Context: an optimization exercise on an open-source flow, tuned for small area. The choices shown serve that exercise and are no tape-out recipe. Only simulation tests tie the RTL to the original design; equivalence was not proved. No activity file was given, so power comes from the tool's default toggle rates.

### flow/flow/run.sh
#!/bin/bash
# Own layout flow: the standard synthesis and the standard ORFS layout, with small port
# buffers (buf_1), no CTS dummy loads and larger CTS sink clusters. Each tool's output goes to
# its own log file in the work folder.
set -euo pipefail
WORK=$(pwd)

bash standard.sh synth > "$WORK/log_1_synth.txt" 2>&1

export BUFFER_PORTS_ARGS="-buffer_cell sky130_fd_sc_hd__buf_1"
export CTS_ARGS="-sink_clustering_enable -repair_clock_nets -dont_use_dummy_load -sink_clustering_size 24 -sink_clustering_max_diameter 80"
bash standard.sh finish > "$WORK/log_3_layout.txt" 2>&1
### flow/standard.sh
#!/bin/bash
# synth_recipe.tcl (not shown) runs the flow's synth.tcl, then flattens the netlist and writes it again
# the make line also repeats each setting of config.mk as NAME=value (left out here)
make -C /OpenROAD-flow-scripts/flow DESIGN_CONFIG=/design/flow/config.mk WORK_HOME=/design/flow/orfs CLKGATE_MAP_FILE= SYNTH_SCRIPT=/design/flow/synth_recipe.tcl "${@:-finish}"
### flow/config.mk
export PLATFORM = sky130hd
export DESIGN_NAME = id_stage_scoreboard
export DESIGN_NICKNAME = id_stage_scoreboard
export VERILOG_FILES = /design/flow/design.v
export SDC_FILE = /design/flow/constraint.sdc
export NUM_CORES = 4
export LEC_CHECK = 0
export CAP_MARGIN = 20
export CORE_MARGIN = 2
export CORE_UTILIZATION = 40
export SETUP_SLACK_MARGIN = 0.2
export SLEW_MARGIN = 20
### flow/constraint.sdc
create_clock -name core_clock -period 5.0 [get_ports {i_clk}]
set_input_delay 1.0000 -clock core_clock [delete_from_list [all_inputs] [get_ports {i_clk}]]
set_output_delay 1.0000 -clock core_clock [all_outputs]
set_load 0.01 [all_outputs]
### flow/design.v
module id_stage_scoreboard #(
    parameter int LEN         = 32,
    parameter int NB_ADDR     = 5,
    parameter int NB_CTRL_EX  = 6,
    parameter int NB_CTRL_M   = 9,
    parameter int NB_CTRL_WB  = 2,
    parameter int MEMREAD_BIT = 1,
    parameter int LOAD_LAT    = 1,
    parameter int NB_CNT      = 16
) (
    input  logic                  i_clk,
    input  logic                  i_rst,
    input  logic                  i_valid,
    input  logic [LEN-1:0]        i_PC,
    input  logic [LEN-1:0]        i_instruction,
    input  logic [NB_CTRL_EX-1:0] i_ctrl_ex,
    input  logic [NB_CTRL_M-1:0]  i_ctrl_mem,
    input  logic [NB_CTRL_WB-1:0] i_ctrl_wb,
    input  logic                  i_uses_rs,
    input  logic                  i_uses_rt,
    input  logic [NB_ADDR-1:0]    i_dest_reg,
    input  logic                  i_flush,
    input  logic                  i_RegWrite,
    input  logic [NB_ADDR-1:0]    i_write_reg,
    input  logic [LEN-1:0]        i_write_data,
    output logic                  o_stall,
    output logic                  o_valid_ex,
    output logic [LEN-1:0]        o_PC,
    output logic [LEN-1:0]        o_read_data_1,
    output logic [LEN-1:0]        o_read_data_2,
    output logic [LEN-1:0]        o_imm_ext,
    output logic [NB_ADDR-1:0]    o_rs,
    output logic [NB_ADDR-1:0]    o_rt,
    output logic [NB_ADDR-1:0]    o_rd,
    output logic [NB_CTRL_EX-1:0] o_ctrl_ex_bus,
    output logic [NB_CTRL_M-1:0]  o_ctrl_mem_bus,
    output logic [NB_CTRL_WB-1:0] o_ctrl_wb_bus,
    output logic [NB_CNT-1:0]     o_stall_count
);
    localparam int NREG = 2 ** NB_ADDR;
    logic [NB_ADDR-1:0] rs_p0, rt_p0;
    logic               issue_p0;
    assign rs_p0 = i_instruction[25:21];
    assign rt_p0 = i_instruction[20:16];
    logic [NB_ADDR-1:0] sb_reg;
    assign o_stall  = i_valid & ~i_flush &
                      ((i_uses_rs & (rs_p0 != '0) & (sb_reg == rs_p0)) |
                       (i_uses_rt & (rt_p0 != '0) & (sb_reg == rt_p0)));
    assign issue_p0 = i_valid & ~i_flush & ~o_stall;
    always_ff @(posedge i_clk or posedge i_rst) begin
        if (i_rst)                              sb_reg <= '0;
        else if (issue_p0 && i_ctrl_mem[MEMREAD_BIT]) sb_reg <= i_dest_reg;
        else                                    sb_reg <= '0;
    end
    always_ff @(posedge i_clk or posedge i_rst) begin
        if (i_rst)                           o_stall_count <= '0;
        else if (o_stall && !(&o_stall_count)) o_stall_count <= o_stall_count + 1'b1;
    end
    logic [LEN-1:0] rf [1:NREG-1];
    logic [LEN-1:0] rf_wdata;
    assign rf_wdata = i_write_data & {LEN{~i_rst}};
    for (genvar k = 1; k < NREG; k++) begin : g_rf
        logic rf_we;
        assign rf_we = i_rst | (i_RegWrite && i_write_reg == k);
        always_ff @(posedge i_clk) begin
            if (rf_we) rf[k] <= rf_wdata;
        end
    end
    logic               vld_p1;
    logic [LEN-1:0]     pc_p1;
    logic [15:0]        imm_p1;
    logic [NB_ADDR-1:0] rs_p1, rt_p1, rd_p1;
    logic [NB_CTRL_EX-1:0] ctrl_ex_p1;
    logic [NB_CTRL_M-1:0]  ctrl_mem_p1;
    logic [NB_CTRL_WB-1:0] ctrl_wb_p1;
    always_ff @(posedge i_clk or posedge i_rst) begin
        if (i_rst) begin
            vld_p1      <= 1'b0;
            pc_p1       <= '0;
            imm_p1      <= '0;
            rs_p1       <= '0;
            rt_p1       <= '0;
            rd_p1       <= '0;
            ctrl_ex_p1  <= '0;
            ctrl_mem_p1 <= '0;
            ctrl_wb_p1  <= '0;
        end else begin
            vld_p1      <= issue_p0;
            pc_p1       <= i_PC;
            imm_p1      <= i_instruction[15:0];
            rs_p1       <= rs_p0;
            rt_p1       <= rt_p0;
            rd_p1       <= i_dest_reg;
            ctrl_ex_p1  <= issue_p0 ? i_ctrl_ex  : '0;
            ctrl_mem_p1 <= issue_p0 ? i_ctrl_mem : '0;
            ctrl_wb_p1  <= issue_p0 ? i_ctrl_wb  : '0;
        end
    end
    always_comb begin
        o_read_data_1 = '0;
        o_read_data_2 = '0;
        for (int k = 1; k < NREG; k++) begin
            o_read_data_1 = o_read_data_1 | ({LEN{rs_p1 == k}} & rf[k]);
            o_read_data_2 = o_read_data_2 | ({LEN{rt_p1 == k}} & rf[k]);
        end
    end
    assign o_valid_ex     = vld_p1;
    assign o_PC           = pc_p1;
    assign o_imm_ext      = {{(LEN-16){imm_p1[15]}}, imm_p1};
    assign o_rs           = rs_p1;
    assign o_rt           = rt_p1;
    assign o_rd           = rd_p1;
    assign o_ctrl_ex_bus  = ctrl_ex_p1;
    assign o_ctrl_mem_bus = ctrl_mem_p1;
    assign o_ctrl_wb_bus  = ctrl_wb_p1;
endmodule
==> metrics.cfg, run 1 <==
[status]
status=finished clean

[critical_path]
cp_num_buf_inv=3
cp_num_cells=9
worstPathCellList=buf_4, or3b_2, nor2_4, buf_4, a22oi_1, nand3_1, nor2_1, nand2_1, buf_1
critical_path.most_common_cell=buf_4
reg2regPathDepth=6
startpoint_type=register
critical_path_class=reg2out
cp_slowest_cell=or3b_2
crit_path_max_incr_delay_ps=610
cp.arrival_ps=3880
crit_fanout=9
crit_family=simple AND/OR/NAND/NOR gates
crit_required_ps=4000
end_kind=output port

[synth]
synth_area_mm2=0.04551
synth.distinct_cells=62
ys_ff_latch=1094
yosysWarnings=2
mappedNetlistNets=3295
synth-edff-count=992
ys.flop_type=edfxtp_1
synth.avg_cell_area_um2=14.38
ys_async_sr_fraction_pct=9.324
yosysSeqAreaShare_pct=71.06
syn-instance-count=3164

[sta]
hold_violations=0
max_slew_margin_pct=17.06
timing.final.crit_share_pct=97.64
fin_tns_setup_ps=0
fmax_mhz=204.8
rsz0062_at_grt=false
fin_crit_ps=4882
hold_ws_ps=378.7
final_max_slew_viol_count=0
worst_slew_pin_slew_ps=1238
setup_viol=0
fin_ws_ps=118.0
clock-skew-final_ps=68.66

[final_layout]
n_fill_cell=9921
layout.area.seq_mm2=0.03234
final_util_pct=46.28
drive_gt1_share_pct=12.76
multi_input_area_mm2=0.01273
largest_reg_flops=992
fin_cells=5050
area_delta_synth_final_pct=14.55
largest_register=rf
nNetsFinal=3682
stdcell_area_mm2=0.05213
reg_top3=rf (992), pc_p1 (32)

[detailed_routing]
ant_nets=0
dr.pass1.iters=8
drt-vias-per-instance=7.357
via_count=37150
wire_per_inst_um=42.77
drt-total-wl_mm=216.0
drt_iter0_drc=9974
drc=0

[clock_network]
hold_buffers=0
numCtsBuffers=57
cts_buffer_depth=3
htreeDepth=2
clock_sinks=1094
cts_tree=done
insertion_delay_ps=730
clk_pin_slew_ps=80
cts_root_buf=clkbuf_16

[global_route]
track_usage_pct=35.83
grt_overflow=0
grt_pass1_wl_mm=286.9
antenna_found_initial=7
grt_max_degree=79
first_global_vias=34720

[place]
dp.cells=4961
dp_slack_ps=795.7
dp_hpwl_mm=128.7
placed_cell_area_mm2=0.05027
finalWeightedCongestion=0.9896
portBuffers=301

[die]
initial_core_util_pct=40.40
core_area_mm2=0.1127
die-area_mm2=0.1165
num_io_pins=308
core.rowCount=123
dieWidth_um=341.3
die_h_um=341.3

[power]
p_total_mw=18.04
p_leak_nw=17.66
vdd_drop_max_mv=0.2734
powerDensity_mw_per_mm2=346.0

[run]
drv_cap=0

[min_path]
hold_depth=1
hp-class=in2reg

==> area by class of cell <==
| type | instances | area share [%] |
|---|---|---|
| Inverter | 7 | 0.06000 |
| Tap cell | 1500 | 3.600 |
| Clock buffer | 57 | 2.736 |
| Antenna cell | 1 | 0.004800 |
| Sequential cell | 1094 | 62.03 |
| Multi-Input combinational cell | 1826 | 24.42 |
| Timing Repair Buffer | 565 | 7.142 |
==> logic make-up (layout without fill, tap and decap cells) <==
group	after synthesis	after routing	synth area share, %
DFF	1094	1094	71.06
muxes	13	13	0.3271
and+or+nand+nor	793	793	8.737
xor gates and xnor gates	23	23	0.4426
adders and majority gates	1	1	0.02749
other	0	1	0
buffers and inverters	244	629	2.700
AOI/OAI and AO/OA	996	996	16.71
==> report_power, final <==
part           internal [mW]  switching (mW)
clock                   2.02            2.92
combinational          0.445            1.36
sequential              10.8           0.484
==> final timing paths <==
path	from	end	slack, ps
min in group asynchronous	i_rst	pc_p1[27]$_DFF_PP0_	860
max reg2reg	sb_reg[1]$_DFF_PP0_	o_stall_count[14]$_DFFE_PP0P_	2920
max	rt_p1[2]$_DFF_PP0_	o_read_data_2[1]	120
min	i_PC[13]	pc_p1[13]$_DFF_PP0_	380
min reg2reg	o_stall_count[10]$_DFFE_PP0P_	o_stall_count[10]$_DFFE_PP0P_	500
max in group asynchronous	i_rst	rt_p1[3]$_DFF_PP0_	2770
==> placed cells by master (no fill, tap or decap), types with 24 or more instances in the layout <==
cell type,n
nand2_1,268
buf_4,216
a22o_1,24
nand4_1,93
a222oi_1,48
nor4_1,28
a22oi_1,824
dfrtp_1,102
clkbuf_16,57
nor2_4,59
buf_1,300
nor3_1,49
edfxtp_1,992
buf_12,42
nor2_1,44
nand3_1,82
==> cells in the mapped netlist (all sizes together) (3+ instances only) <==
master / count / area [um2]
nor3b: 8 / 60.06
nor4: 31 / 221.5
mux2i: 7 / 70.07
and4: 11 / 96.34
mux2: 5 / 56.30
a221oi: 25 / 237.7
and3: 13 / 81.33
nand4: 93 / 581.8
a211oi: 4 / 30.03
buf: 192 / 1033
nand2b: 9 / 56.30
a32oi: 11 / 96.34
or4: 8 / 60.06
a21oi: 18 / 90.09
nand3: 82 / 410.4
a22oi: 824 / 6186
edfxtp: 992 / 29790
o21ai: 19 / 95.09
clkbuf: 45 / 168.9
nor2b: 43 / 269.0
a222oi: 48 / 480.5
or2: 3 / 18.77
nand3b: 12 / 93.84
nand4b: 4 / 35.03
nor2: 103 / 401.6
a22o: 24 / 210.2
o211ai: 4 / 30.03
a31oi: 5 / 31.28
or3b: 6 / 52.55
xnor2: 18 / 157.7
or3: 12 / 75.07
dfrtp: 102 / 2552
inv: 7 / 26.28
and2: 18 / 112.6
a32o: 3 / 30.03
xor2: 5 / 43.79
nand2: 284 / 1069
nor3: 49 / 245.2
==> routing by layer <==
layer	up-vias	GRT usage [%]	share of wire (%)
met5	-	0	0.028
met4	8	22.32	7.7
met3	1106	12.65	17
met2	4406	51.39	41
met1	17940	46.37	33
li1	13700	-	-
==> timing repair <==
action / CTS / global route
resized for setup: 1 / 0
buffers inserted: 4 / 23
endpoints found under the setup margin: 26 / 18
pin swaps: 2 / 8
endpoints found under the hold margin: 0 / 0
==> run 2, diff against run 1 <==
--- a/flow/config.mk
+++ b/flow/config.mk
@@ -9,3 +9,3 @@
 export CORE_MARGIN = 2
-export CORE_UTILIZATION = 40
+export CORE_UTILIZATION = 55
 export SETUP_SLACK_MARGIN = 0.2
==> metrics.cfg, run 2 <==
[clock_network]
numCtsBuffers=54  ; -5.3%
cts_root_buf=clkbuf_16
clk_pin_slew_ps=90  ; about the same
cts_buffer_depth=3  ; unchanged
clock_sinks=1094  ; unchanged
insertion_delay_ps=670  ; -60 ps
cts_tree=done
hold_buffers=0  ; unchanged
htreeDepth=2  ; unchanged

[synth]
synth_xor_area_share_pct=0.4426  ; unchanged
synth_top_area_share_pct=65.45  ; unchanged
synth_area_mm2=0.04551  ; unchanged
synth-simple-area-share_pct=8.737  ; unchanged
synth.avg_cell_area_um2=14.38  ; unchanged
synth.distinct_cells=62  ; unchanged
synth_most_common_cell=edfxtp_1
mappedNetlistNets=3295  ; unchanged
ys_ff_latch=1094  ; unchanged
ys_async_sr_fraction_pct=9.324  ; unchanged
synthTopCellsByArea=edfxtp_1 65%, a22oi_1 14%, dfrtp_1 5.6%
synth_top_family_by_area=compound AO/OA/AOI/OAI gates
syn-instance-count=3164  ; unchanged
muxShareOfSynthArea_pct=0.3271  ; unchanged
synth_compound_area_share_pct=16.71  ; unchanged
synth_adder_area_share_pct=0.02749  ; unchanged
yosysTopAreaCell=edfxtp_1
yosysWarnings=2  ; unchanged
yosysSeqAreaShare_pct=71.06  ; unchanged
synth-edff-count=992  ; unchanged
synth_commonest_cells=992 x edfxtp_1, 824 x a22oi_1, 283 x nand2_1
ys.flop_type=edfxtp_1

[power]
vdd_drop_max_mv=0.3192  ; +17%
p_sw_share_pct=26.26  ; -0.11 points
seqPwrFrac_pct=63.3  ; +0.7 points
internal_power_mw=13.18  ; -0.80%
combPwrFrac_pct=10.0  ; about the same
netSwitchingPower_mw=4.692  ; -1.4%
p_clk_share_pct=26.7  ; -0.7 points
p_leak_nw=17.66  ; about the same
powerDensity_mw_per_mm2=346.8  ; +0.23%

[global_route]
track_usage_pct=49.61  ; +14 points
first_global_vias=35580  ; +2.5%
grt_max_degree=71  ; -10%
antenna_found_initial=3  ; -4
grt_overflow=0  ; unchanged
grt_pass1_wl_mm=287.8  ; +0.32%

[min_path]
hp-class=in2reg
hp-start=i_PC[14]

[sta]
hold_ws_ps=414.4  ; +35.70 ps
fmax_mhz=203.4  ; -0.70%
rsz0062_at_grt=false
clock-skew-final_ps=43.15  ; -25.51 ps
worst_slew_pin_slew_ps=1284  ; +45.92 ps
max_slew_margin_pct=14.07  ; -3.0 points
hold_violations=0  ; unchanged
setup_viol=0  ; unchanged
final_max_slew_viol_count=0  ; unchanged
fin_tns_setup_ps=0  ; unchanged
timing.final.crit_share_pct=98.33  ; +0.69 points
fin_crit_ps=4917  ; +34.66 ps

[die]
die-area_mm2=0.08507  ; -27%
dieWidth_um=291.7  ; -15%
initial_core_util_pct=55.52  ; +15 points
die_h_um=291.7  ; -15%
core_area_mm2=0.08198  ; -27%
num_io_pins=308  ; unchanged
core.rowCount=105  ; -15%

[detailed_routing]
via_count=37890  ; +2.0%
ant_nets=0  ; unchanged
wire_per_inst_um=46.52  ; +8.8%
drc=0  ; unchanged
drt_iter0_drc=10150  ; +1.8%
drt-total-wl_mm=216.0  ; about the same
dr.pass1.iters=11  ; +3
drt-vias-per-instance=8.160  ; +11%

[critical_path]
ff2ff_setup_slack_ps=2600  ; -320 ps
rr_endpoint=o_stall_count[9]$_DFFE_PP0P_
critical_path_class=reg2out
cp.arrival_ps=3920  ; +40 ps
startpoint_type=register
cp-endpoint=o_read_data_2[1]
crit_required_ps=4000  ; about the same
crit_fanout=21  ; +12
end_kind=output port
r2r_start=sb_reg[1]$_DFF_PP0_
reg2regPathDepth=6  ; unchanged
cp-startpoint=rt_p1[3]$_DFF_PP0_

[final_layout]
n_fill_cell=6179  ; -38%
nNetsFinal=3702  ; +0.54%
reg_top3=rf (992), pc_p1 (32)
multi_input_area_mm2=0.01264  ; -0.76%
mostFrequentLayoutCell=edfxtp_1
layout.area.seq_mm2=0.03234  ; about the same
largest_register=rf
drive_gt1_share_pct=12.92  ; +0.15 points
largest_reg_flops=992  ; unchanged
area_delta_synth_final_pct=13.19
final_cell_mix=992 x edfxtp_1, 824 x a22oi_1, 300 x buf_1

[place]
finalWeightedCongestion=0.9929  ; +0.33%
portBuffers=301  ; unchanged
dp_hpwl_mm=125.8  ; -2.3%

[run]
drv_cap=0  ; unchanged

[status]
status=finished clean

[run 2: changes by cell type in the layout (fill, tap and decap cells not counted), moves of 2 or more]
cell	before	now
nor2b_2	9	2
dfrtp_2	0	2
dfrtp_1	102	100
nor2b_4	12	1
buf_12	42	40
nor2b_1	22	40
buf_8	3	0
clkbuf_16	57	54
diode_2	1	4
nand2_4	2	0
nand2_2	14	16
buf_16	3	1
buf_4	216	246
[run 2: final cells by class]
cell class                      instances  area share [%]
Multi-Input combinational cell       1826           24.53
Antenna cell                            4         0.01943
Tap cell                             1070           2.599
Sequential cell                      1094           62.78
Inverter                                7         0.06072
Timing Repair Buffer                  588           7.388
Clock buffer                           54           2.623
[run 2: what timing repair did]
action	CTS	global route
setup buffers	10	40
resized for setup	3	3
cloned	0	0
endpoints found under the setup margin	32	34
pin swaps	3	13
hold endpoints to repair	0	0
[run 2: logic make-up (layout without fill, tap and decap cells)]
group | after synthesis | count (layout)
DFF | 1094 | 1094
AOI/OAI and AO/OA | 996 | 996
muxes | 13 | 13
adders and majority gates | 1 | 1
xor gates and xnor gates | 23 | 23
buffers and inverters | 244 | 649
and+or+nand+nor | 793 | 793
other | 0 | 4
[run 2: power by group through the flow]
| stage | sequential [mW] | combinational, mW | clock (mW) |
|---|---|---|---|
| finish | 11.3 | 1.79 | 4.77 |
| global route | 11.3 | 1.79 | 5.04 |
| CTS | 11.3 | 1.67 | 4.72 |
| detailed placement | 11.5 | 1.67 | 0 |
| global placement | 11.4 | 1.65 | 0 |
| floorplan | 11.3 | 0.743 | 0 |
[run 2: layer usage]
layer	part of all wire [%]	vias to the layer above	global-route usage, %
met5	0.029	-	0.3971
met4	8.6	4	32.63
met3	18	1234	19.33
met2	41	4601	70.15
met1	32	18320	63.69
li1	-	13730	-
[run 2: worst min-delay path by stage]
stage                     cells after the start                      endpoint  slack [ps]
final                                         1           pc_p1[14]$_DFF_PP0_         410
after global routing                          1           imm_p1[9]$_DFF_PP0_         410
after CTS                                     1           imm_p1[3]$_DFF_PP0_         410
after detailed placement                      1  o_stall_count[7]$_DFFE_PP0P_         480
after global placement                        1  o_stall_count[7]$_DFFE_PP0P_         480
after floorplan                               1  o_stall_count[7]$_DFFE_PP0P_         520
[run 2: metrics by stage]
step | power (mW) | cell area, um2 | util (%) | std cells | setup WS [ps]
after global placement | 13.10 | 49660 | 60.58 | 4534 | 619.0
after CTS | 17.65 | 51130 | 62.37 | 4599 | 208.4
after global routing | 18.17 | 51510 | 62.83 | 4639 | 198.3
after detailed placement | 13.13 | 49690 | 60.61 | 4535 | 630.9
final | 17.87 | 51520 | 62.84 | 4643 | 83.38
after floorplan | 12.05 | 45510 | - | 3164 | 638.0
[run 2: critical path, stage by stage, from the launching register on]
cell and delay, ps:
dfrtp_1 570, buf_4 290, or3b_2 590, nor2_4 490, buf_12 340, a22oi_1 170, nand4_1 240, nor2_1 70
nand2_1 230, buf_1 200

## afterwards: timing with drivers on the ports
The flow's constraints put no driver on any port. The routed layouts listed below were extracted and timed again, unchanged, in two steps. Step 1, drivers: a clkbuf_16 drives i_clk and a buf_2 each remaining input, both assumed. Step 2 also shifts input and output timing later by t, the mid clock arrival at the registers, as if the neighbouring blocks saw the same clock. a / b / c = no drivers / after step 1 / after step 2; a / b = the first two.
| run | shift t [ns] | setup slack, ns | worst hold slack (ns) | worst setup path after step 2 |
|---|---|---|---|---|
| run 1 | 0.765 | 0.118 / 0.046 / 0.811 | 0.379 / 0.329 / 0.496 | register to output |
| run 2 | 0.734 | 0.083 / 0.010 / 0.744 | 0.414 / 0.364 / 0.494 | register to output |
After both steps setup and hold are still met in every run listed.
